From an optimization exercise on the open Yosys and OpenROAD flow, aimed at a short achievable clock period and few clock cycles; shortcuts taken in it are not production practice. Only simulation tests tie the RTL to the original design; equivalence was not proved. Power is estimated from default activity; no workload was simulated.

## north
==> flow/design.v (excerpt) <==
module icache_top
#(
    parameter int sets       = 8,
    parameter int line_words = 4
) (
    input  logic        clk,
    input  logic        nrst,
    input  logic        cpu_req,
    input  logic [31:0] cpu_addr,
    input  logic        flush,
    output logic        cpu_ack,
    output logic        cpu_busy,
    output logic [31:0] cpu_rdata,
    output logic        wb_cyc,
    output logic        wb_stb,
    output logic        wb_we,
    output logic [31:0] wb_adr,
    input  logic [31:0] wb_dat_i,
    input  logic        wb_ack
);
clock: 7.0 ns
lec_check: 0
abc_clock_period_in_ps: 2800
cap_margin: 20
core_margin: 2
core_utilization: 40
setup_slack_margin: 4.2
slew_margin: 20
run.sh (not shown) runs the stock make flow with config.mk's settings and CLKGATE_MAP_FILE= SYNTH_SCRIPT=/design/flow/synth_recipe.tcl, a recipe that flattens the netlist after the stock synthesis.
Both conditions hold for north: the flow ran to the end and the final layout passed the timing, DRC and antenna checks.
Testbench counts of north, summed over its fixed seeds: cycles 29,932.
## Diff of input files: south against north
- SETUP_SLACK_MARGIN changed from 4.2 to 4.5
- ABC_CLOCK_PERIOD_IN_PS changed from 2800 to 2500
- CTS_CLUSTER_DIAMETER newly set to 60
- CTS_CLUSTER_SIZE newly set to 30
==> comparison <==
- south ended with every stage complete and zero timing, DRC or antenna violations.
- Higher final RePlAce weighted congestion goes to north over south.
- The post-place instance area was comparable across north and south.
- Leakage dissipation: south vs north down about 1.2%
- The global-route usage of south is higher than that of north.
- south gives less total power after layout than north did.
Edits applied to the flow inputs when going from south to east:
- clearing CTS_CLUSTER_SIZE, which used to be 30
- clearing CTS_CLUSTER_DIAMETER, which used to be 60
==> comparison <==
Going from south to east, non-clock buffer count fell by 0.69%, worst path buffer plus inverter count fell by 1, number of standard cells in the layout, taps in and fillers out rose by 201.
Lower routed length on met1 was reported by east, not south.
Total setup buffers inserted after CTS was lower in the run labelled south.
Summary of east over south: normalized max-slew margin down 0.25 points; part of the power in registers has decreased; diode insertion count for antenna repair lower; combinational share of power went down by 1.3 points.
Of east and south, the run reporting the higher register-to-register slack was south.
--- input diff east..west ---
- changing CORE_UTILIZATION from 40 to 55
- setting PLACE_DENSITY to 0.7 for the first time
[summary]
Comparing east and west, the higher number of levels the H-tree was split into was measured on east. Looking at number of tapcells, west sits 845 lower than east does. From east to west the numbers moved as follows: fmax went down 4.9%; total leakage power held; core utilization went up 18 points. [compare] base=east new=west: die area went down 27%, critical path depth went up 2.

* * *

== pepper ==
icache_top, a different RTL version from the one above (not shown whole).
Size in the first run: ~6,300 cells after synthesis, roughly 2,700 flip-flops, about 140 I/O pins.
// icache_top
module icache_top
#(
    parameter int sets       = 8,
    parameter int line_words = 4
) (
    input  logic        clk,
    input  logic        nrst,
    input  logic        cpu_req,
    input  logic [31:0] cpu_addr,
    input  logic        flush,
    output logic        cpu_ack,
    output logic        cpu_busy,
    output logic [31:0] cpu_rdata,
    output logic        wb_cyc,
    output logic        wb_stb,
    output logic        wb_we,
    output logic [31:0] wb_adr,
    input  logic [31:0] wb_dat_i,
    input  logic        wb_ack
);
    localparam int off_w   = $clog2(line_words);
    localparam int idx_w   = $clog2(sets);
    localparam int idx_lsb = off_w + 2;
    localparam int tag_lsb = idx_lsb + idx_w;
    localparam int tag_w   = 32 - tag_lsb;
    localparam int ent     = sets * 2;               
    localparam int slots   = sets * line_words;      
    logic [tag_w-1:0]      tag_mem [ent];
    logic [ent-1:0]        valid;
    logic [sets-1:0]       lru;                      
    logic [31:0]           data0 [slots];            
    logic [31:0]           data1 [slots];            
    logic                  ack_o;                    
    logic                  ack_q;                    
    logic [31:0]           rdata_o;                  
    logic                  busy_o;                   
  ...
==> flow/config.mk <==
export PLATFORM = sky130hd
export DESIGN_NAME = icache_top
export DESIGN_NICKNAME = icache_top
export VERILOG_FILES = /design/flow/design.v
export SDC_FILE = /design/flow/constraint.sdc
export NUM_CORES = 4
export LEC_CHECK = 0
export ABC_CLOCK_PERIOD_IN_PS = 2200
export CAP_MARGIN = 20
export CORE_MARGIN = 2
export CORE_UTILIZATION = 40
export SETUP_SLACK_MARGIN = 5
export SLEW_MARGIN = 20
==> flow/constraint.sdc <==
create_clock -name core_clock -period 7.0 [get_ports {clk}]
set_input_delay 1.4000 -clock core_clock [delete_from_list [all_inputs] [get_ports {clk}]]
set_output_delay 1.4000 -clock core_clock [all_outputs]
set_load 0.01 [all_outputs]
Testbench counts of pepper, summed over its fixed seeds: cycles 30,115.
Edits applied to the flow inputs when going from pepper to cedar:
- ABC_CLOCK_PERIOD_IN_PS changed from 2200 to 2500
- SETUP_SLACK_MARGIN changed from 5 to 4.5
- PLACE_DENSITY newly set to 0.5
- CORE_UTILIZATION changed from 40 to 45
==> comparison <==
A type of the worst setup path of input pin to flip-flop is what pepper shows, while flip-flop to primary output belongs to cedar. When cedar is set beside pepper, its met1 layer wirelength in the final routing turns out to be 18 mm larger. Summary of cedar over pepper: first-iteration DRC count saw a decrease; detailed route wirelength on metal2 shows an increase of about 2.3%; buffers inserted during post-CTS setup optimization -about 60%. Sort cedar and pepper by global-route total usage across every layer desc -> top: cedar. cedar went all the way through synthesis, placement and routing and the layout is clean on timing, DRC and antenna. Delta(first-pass GRT wire length, cedar - pepper) < 0. Compared with pepper, cedar shows via count of the first global-routing pass lower by 6,053. Diff cedar..pepper | flip-flop and latch area | negligible.
Setup changes, cedar to ember
- setting CTS_CLUSTER_DIAMETER to 100 for the first time
- removing PLACE_DENSITY (formerly 0.5)
- changing CORE_UTILIZATION from 45 to 40
- setting CTS_CLUSTER_SIZE to 20 for the first time
Notes after the runs:
- Looking at the reports, ember completed the entire flow and the layout it produced met the timing, DRC and antenna checks.
- cedar was carried through to the last stage, and its layout satisfied the timing, DRC and antenna checks.
- Of ember and cedar, the run reporting the higher initial DRC count was ember.
- For the power, ember came in 15% lower than cedar did.
- Relative to cedar, the number of buffers and inverters on the critical path of ember is higher by 2.
- Measured against each other, ember and cedar differ in maximum clock frequency, the lower figure coming from cedar.
- Compared with cedar, in ember starting density of the core decreased 4.8 points; worst path setup slack after routing increased 30 ps.

* * *

icache_top again, from the RTL that the note above started with.
make LEC_CHECK=0 ABC_CLOCK_PERIOD_IN_PS=2500 CAP_MARGIN=20 CORE_MARGIN=2 CORE_UTILIZATION=40 PLACE_DENSITY=0.5 SETUP_SLACK_MARGIN=4.5 SLEW_MARGIN=20 finish   # period 7.0 ns
The starting point finished clean.
Testbench counts at the start, summed over its fixed seeds: cycles 30,115.
==> next run, changes <==
- PLACE_DENSITY: 0.5 -> 0.45
Die area does not change; critical path depth is unchanged; core utilization came out lower by 0.37 points.

-- separate check: timing with driven ports --
The results above use ideal ports. As a check the final layouts listed here were re-extracted and re-timed, cells and wires unchanged.
Step 1, drivers: a clkbuf_16 drives clk and a buf_2 each remaining input, both assumed.
Step 2 adds t to the input delays and takes it off the output delays; t is the mean of the earliest and latest rising clock arrival at the registers after step 1. Input paths then give back, and output paths get back, about the clock's delay inside the block.
Three values: ideal, step 1, step 2; two values: the first two.
| run | t, ns | slack for setup (ns) | slew at the worst register clock pin (ns) |
|---|---|---|---|
| north | 0.995 | 3.993 / 4.013 / 3.036 | 0.07 / 0.07 |
| south | 0.905 | 3.985 / 4.045 / 3.140 | 0.11 / 0.11 |
| east | 0.980 | 4.040 / 4.016 / 3.103 | 0.07 / 0.07 |
| west | 0.982 | 3.888 / 3.919 / 2.937 | 0.07 / 0.07 |
| pepper | 1.034 | 3.882 / 3.939 / 2.905 | 0.08 / 0.08 |
| cedar | 1.020 | 4.093 / 3.997 / 3.234 | 0.06 / 0.06 |
| ember | 0.942 | 4.122 / 4.086 / 3.191 | 0.10 / 0.10 |
| the first run of note 3 | 1.031 | 4.028 / 3.929 / 3.099 | 0.06 / 0.06 |
| the second run of note 3 | 1.018 | 4.081 / 3.984 / 3.281 | 0.06 / 0.06 |
After both steps setup and hold are still met in every run listed. For pepper, which loses most, drivers alone change the setup slack by +0.057 ns; drivers and shift together by -0.977 ns.
